This is an optimization exercise on Yosys and OpenROAD, whose aim is small area, a short achievable clock period and few clock cycles per item, not a production implementation.
The RTL was checked by simulation tests, not by an equivalence proof against the original design.
No activity file was given, so power comes from the tool's default toggle rates.

## int_pipe_top
module int_pipe_top (
    input  logic                     clk,
    input  logic                     reset,
    input  logic                     in_valid,
    output logic                     in_ready,
    input  int_pipe_pkg::instr_t     instr,
    input  int_pipe_pkg::word_t      rs_data,
    input  int_pipe_pkg::word_t      rt_data,
    output logic                     out_valid,
    input  logic                     out_ready,
    output logic                     out_wen,
    output int_pipe_pkg::reg_addr_t  out_dest,
    output int_pipe_pkg::word_t      out_data,
    output logic                     out_reserved
);
For scale: ~1300 cells after synthesis, roughly 40 flip-flops, roughly 0.0071 sq mm of cells after synthesis.
==> flow/config.mk <==
export PLATFORM = sky130hd
export DESIGN_NAME = int_pipe_top
export DESIGN_NICKNAME = int_pipe_top
export VERILOG_FILES = /design/flow/design.v
export SDC_FILE = /design/flow/constraint.sdc
export NUM_CORES = 4
export LEC_CHECK = 0
export ABC_AREA = 1
export CAP_MARGIN = 20
export CORE_MARGIN = 2
export CORE_UTILIZATION = 50
export SETUP_SLACK_MARGIN = 3.0
export SLEW_MARGIN = 20
==> flow/constraint.sdc <==
create_clock -name core_clock -period 7.0 [get_ports {clk}]
set_input_delay 1.4000 -clock core_clock [delete_from_list [all_inputs] [get_ports {clk}]]
set_output_delay 1.4000 -clock core_clock [all_outputs]
set_load 0.01 [all_outputs]
standard.sh (not shown) runs the stock make flow with config.mk's settings and CLKGATE_MAP_FILE= SYNTH_SCRIPT=/design/flow/synth_recipe.tcl, a recipe that flattens the netlist after the stock synthesis.
==> flow/flow/run.sh <==
#!/bin/bash
# The standard layout with three changes:
#  - synthesis maps with the ABC script in flow/abc_area.script (ABC_AREA=1
#    picks it up from a copy of the ORFS scripts folder; nothing else differs)
#  - the full and half adder cells are added to the don't-use list, so
#    synthesis leaves adders as plain gates for ABC to map
#  - the port buffers are the smallest plain buffer (buf_1) instead of the
#    default delay buffer
set -e
rm -rf scripts
cp -r "$FLOW_HOME/scripts" scripts
cp flow/abc_area.script scripts/abc_area.script
DU="$(cat flow/dont_use.txt)"
export BUFFER_PORTS_ARGS="-buffer_cell sky130_fd_sc_hd__buf_1"
bash standard.sh SCRIPTS_DIR="$PWD/scripts" "DONT_USE_CELLS=$DU" finish > standard.log 2>&1
==> flow/flow/abc_area.script <==
strash
dch
map -B 0.9
topo
==> flow/flow/dont_use.txt <==
sky130_fd_sc_hd__probe_p_8 sky130_fd_sc_hd__probec_p_8 sky130_fd_sc_hd__lpflow_bleeder_1 sky130_fd_sc_hd__lpflow_clkbufkapwr_1 sky130_fd_sc_hd__lpflow_clkbufkapwr_16 sky130_fd_sc_hd__lpflow_clkbufkapwr_2 sky130_fd_sc_hd__lpflow_clkbufkapwr_4 sky130_fd_sc_hd__lpflow_clkbufkapwr_8 sky130_fd_sc_hd__lpflow_clkinvkapwr_1 sky130_fd_sc_hd__lpflow_clkinvkapwr_16 sky130_fd_sc_hd__lpflow_clkinvkapwr_2 sky130_fd_sc_hd__lpflow_clkinvkapwr_4 sky130_fd_sc_hd__lpflow_clkinvkapwr_8 sky130_fd_sc_hd__lpflow_decapkapwr_12 sky130_fd_sc_hd__lpflow_decapkapwr_3 sky130_fd_sc_hd__lpflow_decapkapwr_4 sky130_fd_sc_hd__lpflow_decapkapwr_6 sky130_fd_sc_hd__lpflow_decapkapwr_8 sky130_fd_sc_hd__lpflow_inputiso0n_1 sky130_fd_sc_hd__lpflow_inputiso0p_1 sky130_fd_sc_hd__lpflow_inputiso1n_1 sky130_fd_sc_hd__lpflow_inputiso1p_1 sky130_fd_sc_hd__lpflow_inputisolatch_1 sky130_fd_sc_hd__lpflow_isobufsrc_1 sky130_fd_sc_hd__lpflow_isobufsrc_16 sky130_fd_sc_hd__lpflow_isobufsrc_2 sky130_fd_sc_hd__lpflow_isobufsrc_4 sky130_fd_sc_hd__lpflow_isobufsrc_8 sky130_fd_sc_hd__lpflow_isobufsrckapwr_16 sky130_fd_sc_hd__lpflow_lsbuf_lh_hl_isowell_tap_1 sky130_fd_sc_hd__lpflow_lsbuf_lh_hl_isowell_tap_2 sky130_fd_sc_hd__lpflow_lsbuf_lh_hl_isowell_tap_4 sky130_fd_sc_hd__lpflow_lsbuf_lh_isowell_4 sky130_fd_sc_hd__lpflow_lsbuf_lh_isowell_tap_1 sky130_fd_sc_hd__lpflow_lsbuf_lh_isowell_tap_2 sky130_fd_sc_hd__lpflow_lsbuf_lh_isowell_tap_4  sky130_fd_sc_hd__fa_1 sky130_fd_sc_hd__fa_2 sky130_fd_sc_hd__fa_4 sky130_fd_sc_hd__ha_1 sky130_fd_sc_hd__ha_2 sky130_fd_sc_hd__ha_4
The first run ran to the end with no violations.
Testbench counts at the start, summed over its fixed seeds: cycles 16,008, items 16,000.
Then changed:
==> flow/flow/run.sh (replaced) <==
#!/bin/bash
# The standard layout with two changes:
#  - the full and half adder cells are added to the don't-use list, so
#    synthesis leaves adders as plain gates for ABC to map
#  - the port buffers are the smallest plain buffer (buf_1) instead of the
#    default delay buffer
set -e
DU="$(cat flow/dont_use.txt)"
export BUFFER_PORTS_ARGS="-buffer_cell sky130_fd_sc_hd__buf_1"
bash standard.sh "DONT_USE_CELLS=$DU" finish > standard.log 2>&1
CORE_UTILIZATION = 40   (was 50)
SETUP_SLACK_MARGIN = 2.25   (was 3.0)
removed: flow/flow/abc_area.script
After rerunning:
- The changed run completed without violations
- global-route usage goes down by 14 points
- setup slack degrades by 0.32 ns
- via count goes down by about 12%
- clock-buffer cell count goes down by 2
- power goes down by about 9%
- clock skew is about the same
- worst hold slack degrades by 0.016 ns
Then changed:
==> flow/flow/run.sh (replaced) <==
#!/bin/bash
# The standard layout with three changes:
#  - synthesis maps with the ABC script in flow/abc_area.script (ABC_AREA=1
#    picks it up from a copy of the ORFS scripts folder; nothing else differs)
#  - the full and half adder cells are added to the don't-use list, so
#    synthesis leaves adders as plain gates for ABC to map
#  - the port buffers are the smallest plain buffer (buf_1) instead of the
#    default delay buffer
set -e
rm -rf scripts
cp -r "$FLOW_HOME/scripts" scripts
cp flow/abc_area.script scripts/abc_area.script
DU="$(cat flow/dont_use.txt)"
export BUFFER_PORTS_ARGS="-buffer_cell sky130_fd_sc_hd__buf_1"
bash standard.sh SCRIPTS_DIR="$PWD/scripts" "DONT_USE_CELLS=$DU" finish > standard.log 2>&1
==> flow/flow/abc_area.script (new file) <==
strash
dch
map -B 0.9
topo
CORE_UTILIZATION = 58   (was 40)
SETUP_SLACK_MARGIN = 2.75   (was 2.25)
Outcome: The new run went through all stages and came out clean. Synthesized cell count goes down by about 5%. Routed wire length went up by 3.0%. Cell count fell by about 5%. Utilization increases by 29 points. Worst setup slack is better by 0.21 ns. Final area goes up by about 2%. Global-route usage climbs by 17 points. Area after synthesis goes down by 9.1%.
Then changed:
==> flow/flow/run.sh (replaced) <==
#!/bin/bash
# The standard layout with two changes:
#  - the full and half adder cells are added to the don't-use list, so
#    synthesis leaves adders as plain gates for ABC to map
#  - the port buffers are the smallest plain buffer (buf_1) instead of the
#    default delay buffer
set -e
DU="$(cat flow/dont_use.txt)"
export BUFFER_PORTS_ARGS="-buffer_cell sky130_fd_sc_hd__buf_1"
bash standard.sh "DONT_USE_CELLS=$DU" finish > standard.log 2>&1
CORE_UTILIZATION = 40   (was 58)
removed: flow/flow/abc_area.script
After rerunning:
- The new run finished clean
- synthesized cell count climbs by a few percent
- fmax is about the same
- synthesized area climbs by roughly a tenth
- worst setup slack is better by 0.011 ns
- cell count climbs by a few percent
- die area climbs by well over a third
- sequential share of layout area is about the same
- routed wire length drops slightly
- via count drops by a little under a tenth
- register-to-register slack is better by 0.02 ns
- core utilization drops by 28 points

[static timing again, ports no longer ideal]
The flow's constraints put no driver on any port. The routed layouts listed below were extracted and timed again, unchanged, in two steps.
Step 1: set_driving_cell puts a clkbuf_16 on clk and a buf_2 on each other input, an assumption about the parent block.
Step 2 adds t to the input delays and takes it off the output delays; t is the mean of the earliest and latest rising clock arrival at the registers after step 1. Input paths then give back, and output paths get back, about the clock's delay inside the block.
Slacks: ideal ports / drivers / drivers and shift; pairs: ideal ports / drivers.
run	shift t [ns]	slack for setup (ns)	hold WS [ns]	worst data-port slew with drivers (ns)	pins driven straight from the clock port
the first run	0.348	2.878 / 2.901 / 2.552	0.549 / 0.549 / 0.549	0.04	1
the second run	0.344	2.563 / 2.586 / 2.242	0.533 / 0.533 / 0.533	0.06	1
the third run	0.342	2.773 / 2.793 / 2.451	0.538 / 0.538 / 0.538	0.05	1
the fourth run	0.344	2.784 / 2.794 / 2.450	0.533 / 0.533 / 0.533	0.06	1
After both steps setup and hold are still met in every run listed. The setup slack of the fourth run, which loses most, moves by +0.010 ns with the drivers and by -0.334 ns with both steps.
